Context: an optimization exercise on an open-source flow, tuned for small area. The choices shown serve that exercise and are no tape-out recipe.
In this exercise RTL edits were held to simulation tests only and were not proved equivalent to the original.

Setup of alpha:
==> flow/design.v <==
package cpu_pkg;
    localparam int DATA_W     = 32;
    localparam int INST_W     = 32;
    localparam int REG_ADDR_W = 5;
    localparam int REG_NUM    = 32;
    localparam int SHAMT_W    = 5;
    localparam int ALU_OP_W   = 4;
    localparam int WB_ADR_W   = 6;
    typedef logic [DATA_W-1:0]     data_t;
    typedef logic [INST_W-1:0]     inst_t;
    typedef logic [REG_ADDR_W-1:0] reg_addr_t;
    typedef logic [SHAMT_W-1:0]    shamt_t;
    typedef logic [ALU_OP_W-1:0]   alu_op_t;
    typedef logic [WB_ADR_W-1:0]   wb_adr_t;
    typedef enum logic {
        WB_IDLE,
        WB_ACK
    } wb_state_e;
    localparam logic [5:0] OP_SPECIAL = 6'b000000;
    localparam logic [5:0] OP_ADDI    = 6'b001000;
    localparam logic [5:0] OP_ADDIU   = 6'b001001;
    localparam logic [5:0] OP_SLTI    = 6'b001010;
    localparam logic [5:0] OP_SLTIU   = 6'b001011;
    localparam logic [5:0] OP_ANDI    = 6'b001100;
    localparam logic [5:0] OP_ORI     = 6'b001101;
    localparam logic [5:0] OP_XORI    = 6'b001110;
    localparam logic [5:0] OP_LUI     = 6'b001111;
    localparam logic [5:0] FN_SLL  = 6'b000000;
    localparam logic [5:0] FN_SRL  = 6'b000010;
    localparam logic [5:0] FN_SRA  = 6'b000011;
    localparam logic [5:0] FN_SLLV = 6'b000100;
    localparam logic [5:0] FN_SRLV = 6'b000110;
    localparam logic [5:0] FN_SRAV = 6'b000111;
    localparam logic [5:0] FN_ADD  = 6'b100000;
    localparam logic [5:0] FN_ADDU = 6'b100001;
    localparam logic [5:0] FN_SUB  = 6'b100010;
    localparam logic [5:0] FN_SUBU = 6'b100011;
    localparam logic [5:0] FN_AND  = 6'b100100;
    localparam logic [5:0] FN_OR   = 6'b100101;
    localparam logic [5:0] FN_XOR  = 6'b100110;
    localparam logic [5:0] FN_NOR  = 6'b100111;
    localparam logic [5:0] FN_SLT  = 6'b101010;
    localparam logic [5:0] FN_SLTU = 6'b101011;
    localparam alu_op_t ALU_NOP  = 4'd0;
    localparam alu_op_t ALU_OR   = 4'd1;
    localparam alu_op_t ALU_AND  = 4'd2;
    localparam alu_op_t ALU_XOR  = 4'd3;
    localparam alu_op_t ALU_NOR  = 4'd4;
    localparam alu_op_t ALU_SLL  = 4'd5;
    localparam alu_op_t ALU_SRL  = 4'd6;
    localparam alu_op_t ALU_SRA  = 4'd7;
    localparam alu_op_t ALU_ADD  = 4'd8;
    localparam alu_op_t ALU_SUB  = 4'd9;
    localparam alu_op_t ALU_SLT  = 4'd10;
    localparam alu_op_t ALU_SLTU = 4'd11;
    localparam data_t ZERO_WORD = '0;
    localparam wb_adr_t INST_ADR    = 6'd0;
    localparam int      REG_ADR_BIT = 5;         
endpackage
`timescale 1ns/100ps
module mips_core_top (
    input  logic        clk_i,
    input  logic        rst_n_i,
    input  logic        wb_cyc_i,
    input  logic        wb_stb_i,
    input  logic        wb_we_i,
    input  logic [5:0]  wb_adr_i,
    input  logic [31:0] wb_dat_i,
    output logic [31:0] wb_dat_o,
    output logic        wb_ack_o
);
    logic        ack_q;
    logic [31:0] regs [1:31];
    logic stb;
    assign stb      = wb_cyc_i & wb_stb_i;
    assign wb_ack_o = ack_q & stb;
    always_ff @(posedge clk_i) begin
        ack_q <= rst_n_i & stb & ~ack_q;
    end
    logic [5:0]  op;
    logic [5:0]  fn;
    logic [4:0]  rs;
    logic [4:0]  sa;
    assign op = wb_dat_i[31:26];
    assign rs = wb_dat_i[25:21];
    assign sa = wb_dat_i[10:6];
    assign fn = wb_dat_i[5:0];
    logic rtype;
    logic itype;
    logic fix_sh;
    logic var_sh;
    logic arith;
    logic valid;
    assign rtype  = (op == 6'b000000);
    assign itype  = (op[5:3] == 3'b001);
    assign fix_sh = (fn[5:2] == 4'b0000) && (fn[1:0] != 2'b01);
    assign var_sh = (fn[5:2] == 4'b0001) && (fn[1:0] != 2'b01);
    assign arith  = (fn[5:3] == 3'b100) || (fn[5:1] == 5'b10101);
    assign valid  = itype || (rtype && ((fix_sh && (rs == 5'd0)) || ((var_sh || arith) && (sa == 5'd0))));
    logic        rtype_q;
    logic [2:0]  f3_q;                          
    logic [4:0]  rt_q;
    logic [15:0] imm_q;                         
    logic        exe1_q;                        
    logic        exe2_q;                        
    logic [31:0] p_q;                           
    logic [31:0] g_q;                           
    logic [4:0]  amt_q;                         
    logic [4:0]  wd;
    logic        fwd;
    logic [31:0] result;
    assign wd = rtype_q ? imm_q[15:11] : rt_q;
    logic [31:0] immx;
    always_comb begin
        if (!f3_q[2]) begin
            immx = {{16{imm_q[15]}}, imm_q};
        end else if (f3_q[1:0] == 2'b11) begin
            immx = {imm_q, 16'h0};
        end else begin
            immx = {16'h0, imm_q};
        end
    end
    logic [4:0]  raddr;
    logic        ren;
    logic [31:0] rf_data;
    logic [31:0] rdata;
    assign raddr = ack_q ? (wb_we_i ? rs : wb_adr_i[4:0]) : rt_q;
    assign ren   = !ack_q | wb_we_i | wb_adr_i[5];     
    assign fwd   = ren && exe2_q && (wd != 5'd0) && (raddr == wd);
    logic [31:1]  rsel;
    logic [991:0] rflat;
    always_comb begin
        for (int i = 1; i < 32; i++) begin
            rsel[i] = ren && (raddr == 5'(i));
            rflat[(i-1)*32 +: 32] = regs[i];
        end
    end
    rf_read u_rf_read (
        .sel_i  (rsel),
        .data_i (rflat),
        .data_o (rf_data)
    );
    assign rdata = fwd ? result : rf_data;
    assign wb_dat_o = rdata;
    always_ff @(posedge clk_i) begin
        if (ack_q) begin
            rtype_q <= rtype;
            f3_q    <= rtype ? fn[2:0] : op[2:0];
            rt_q    <= wb_dat_i[20:16];
            imm_q   <= wb_dat_i[15:0];
        end
    end
    always_ff @(posedge clk_i) begin
        exe1_q <= rst_n_i && wb_ack_o && wb_we_i && (wb_adr_i == 6'd0) && valid;
        exe2_q <= rst_n_i && exe1_q;
        p_q    <= xm ^ yb;                     
        g_q    <= xm & yb;
        amt_q  <= p_q[4:0] | imm_q[10:6];      
    end
    logic        is_shift;
    logic        add_sub;
    logic        sub;
    logic [31:0] xm;
    logic [31:0] y;
    logic [31:0] yb;
    assign is_shift = rtype_q && !imm_q[5];
    assign add_sub  = !f3_q[2] && !is_shift;
    assign sub      = exe1_q && add_sub && f3_q[1];
    assign xm       = (!exe1_q || is_shift || (!rtype_q && (f3_q == 3'b111))) ? 32'd0 : p_q;
    assign y        = (rtype_q || !exe1_q) ? rdata : immx;
    assign yb       = y ^ {32{sub}};
    exec_alu u_alu (
        .rtype_i  (rtype_q),
        .f3_i     (f3_q),
        .imm_i    (imm_q),
        .amt_i    (amt_q),
        .zero_i   (!rst_n_i),
        .p_i      (p_q),
        .g_i      (g_q),
        .result_o (result)
    );
    always_ff @(posedge clk_i) begin
        for (int i = 1; i < 32; i++) begin
            if (!rst_n_i || (exe2_q && (wd == 5'(i)))) begin
                regs[i] <= result;
            end
        end
    end
endmodule
module rf_read (
    input  logic [31:1]  sel_i,
    input  logic [991:0] data_i,
    output logic [31:0]  data_o
);
    always_comb begin
        data_o = '0;
        for (int i = 1; i < 32; i++) begin
            data_o = data_o | ({32{sel_i[i]}} & data_i[(i-1)*32 +: 32]);
        end
    end
endmodule
module exec_alu (
    input  logic        rtype_i,
    input  logic [2:0]  f3_i,
    input  logic [15:0] imm_i,
    input  logic [4:0]  amt_i,
    input  logic        zero_i,              
    input  logic [31:0] p_i,
    input  logic [31:0] g_i,
    output logic [31:0] result_o
);
    logic        is_shift;
    logic        is_slt;
    logic        arith;
    logic        sub;
    assign is_shift = !zero_i && rtype_i && !imm_i[5];
    assign arith    = !zero_i && !f3_i[2];
    assign sub      = arith && f3_i[1];
    assign is_slt   = sub && (rtype_i ? imm_i[3] : 1'b1);
    logic [31:0] gl [6];
    logic [31:0] pl [6];
    always_comb begin
        gl[0] = g_i;
        pl[0] = p_i;
        for (int l = 0; l < 5; l++) begin
            for (int k = 0; k < 32; k++) begin
                if (k & (1 << l)) begin
                    gl[l+1][k] = gl[l][k] | (pl[l][k] & gl[l][(k | ((1 << l) - 1)) - (1 << l)]);
                    pl[l+1][k] = pl[l][k] & pl[l][(k | ((1 << l) - 1)) - (1 << l)];
                end else begin
                    gl[l+1][k] = gl[l][k];
                    pl[l+1][k] = pl[l][k];
                end
            end
        end
    end
    logic [32:0] c;
    always_comb begin
        c[0] = sub;
        for (int k = 0; k < 32; k++) begin
            c[k+1] = gl[5][k] | (pl[5][k] & sub);
        end
    end
    logic use_p;
    logic use_g;
    logic use_n;
    assign use_p = arith || (!zero_i && ((f3_i[1:0] == 2'b01) || (f3_i[1:0] == 2'b10) || ((f3_i[1:0] == 2'b11) && !rtype_i)));
    assign use_g = !zero_i && f3_i[2] && !f3_i[1];
    assign use_n = !zero_i && f3_i[2] && (f3_i[1:0] == 2'b11) && rtype_i;
    logic [31:0] t;
    assign t = (({32{use_p}} & p_i) | ({32{use_g}} & g_i) | ({32{use_n}} & ~(p_i | g_i)))
             ^ (c[31:0] & {32{arith}});
    logic lt;
    assign lt = f3_i[0] ? !c[32] : (p_i[31] ? t[31] : g_i[31]);
    logic        sh_left;
    logic [31:0] sh_in;
    logic [31:0] sh_r;
    logic [31:0] sh_res;
    logic        fill;
    assign sh_left = !imm_i[1];
    assign fill    = imm_i[0] & p_i[31];
    always_comb begin
        for (int i = 0; i < 32; i++) begin
            sh_in[i] = sh_left ? p_i[31-i] : p_i[i];
        end
    end
    assign sh_r = 32'({{32{fill}}, sh_in} >> amt_i);
    always_comb begin
        for (int i = 0; i < 32; i++) begin
            sh_res[i] = sh_left ? sh_r[31-i] : sh_r[i];
        end
    end
    always_comb begin
        if (is_shift) begin
            result_o = sh_res;
        end else if (is_slt) begin
            result_o = {31'd0, lt};
        end else begin
            result_o = t;
        end
    end
endmodule
Settings: LEC_CHECK=0, CAP_MARGIN=5, CORE_MARGIN=2, CORE_UTILIZATION=60, CTS_BUF_LIST=sky130_fd_sc_hd__clkbuf_8, CTS_CLUSTER_DIAMETER=70, CTS_CLUSTER_SIZE=16, SETUP_SLACK_MARGIN=0.05, SLEW_MARGIN=5, SYNTH_HIERARCHICAL=1; clock period 6.0 ns.
standard.sh (not shown) runs the stock make flow with config.mk's settings and CLKGATE_MAP_FILE= SYNTH_SCRIPT=/design/flow/synth_recipe.tcl, a recipe that flattens the netlist after the stock synthesis.
==> flow/flow/run.sh <==
#!/bin/bash
# The standard layout, with a plain buffer (not a delay cell) on each input and output port.
set -euo pipefail
bash standard.sh "BUFFER_PORTS_ARGS=-buffer_cell sky130_fd_sc_hd__buf_2" finish > orfs_make.log 2>&1
Per the final summary, alpha finished and its layout is clean on timing, DRC and antenna.
#### Input delta (epsilon over alpha)
Settings: changing CTS_CLUSTER_SIZE from 16 to 25; changing CAP_MARGIN from 5 to 10; changing CTS_BUF_LIST from sky130_fd_sc_hd__clkbuf_8 to sky130_fd_sc_hd__clkbuf_8 sky130_fd_sc_hd__clkbuf_16; changing CTS_CLUSTER_DIAMETER from 70 to 90; changing CORE_UTILIZATION from 60 to 65; changing SLEW_MARGIN from 5 to 10.
==> run notes <==
epsilon: full flow OK, the timing, design-rule and antenna checks passed. Floorplan check, epsilon vs alpha: die outline smaller in epsilon. Worst-margin pin slew: epsilon > alpha. Row area of the core: epsilon lower / alpha higher. Looking at detailed-route wire length per cell, epsilon sits about 3.3% below alpha. epsilon vs alpha: sum of routed wire segments on met1 down by more than 10%. alpha was routed with more vias than epsilon. Looking at count of clock-buffer cells in the layout, epsilon sits 30 lower than alpha does.

-- port drivers added, routing unchanged --
How much do the figures lean on ideal ports? The routed layouts below were timed once more, with nothing changed but the port constraints.
Step 1 sets driving cells, clkbuf_16 on the clock port and buf_2 on the other inputs (assumed; they add their load-dependent delay and slew).
Step 2 adds t to the input delays and takes it off the output delays; t is the mean of the earliest and latest rising clock arrival at the registers after step 1. Input paths then give back, and output paths get back, about the clock's delay inside the block.
Three values: ideal, step 1, step 2; two values: the first two.
| run | t (ns) | slack for setup (ns) | clock arrival spread, ns |
|---|---|---|---|
| alpha | 0.790 | 0.134 / 0.065 / 0.154 | 0.057 / 0.057 |
| epsilon | 0.698 | 0.131 / 0.015 / 0.015 | 0.044 / 0.043 |
After both steps every run listed still meets setup and hold. For epsilon, which loses most, drivers alone change the setup slack by -0.116 ns; drivers and shift together by -0.116 ns.
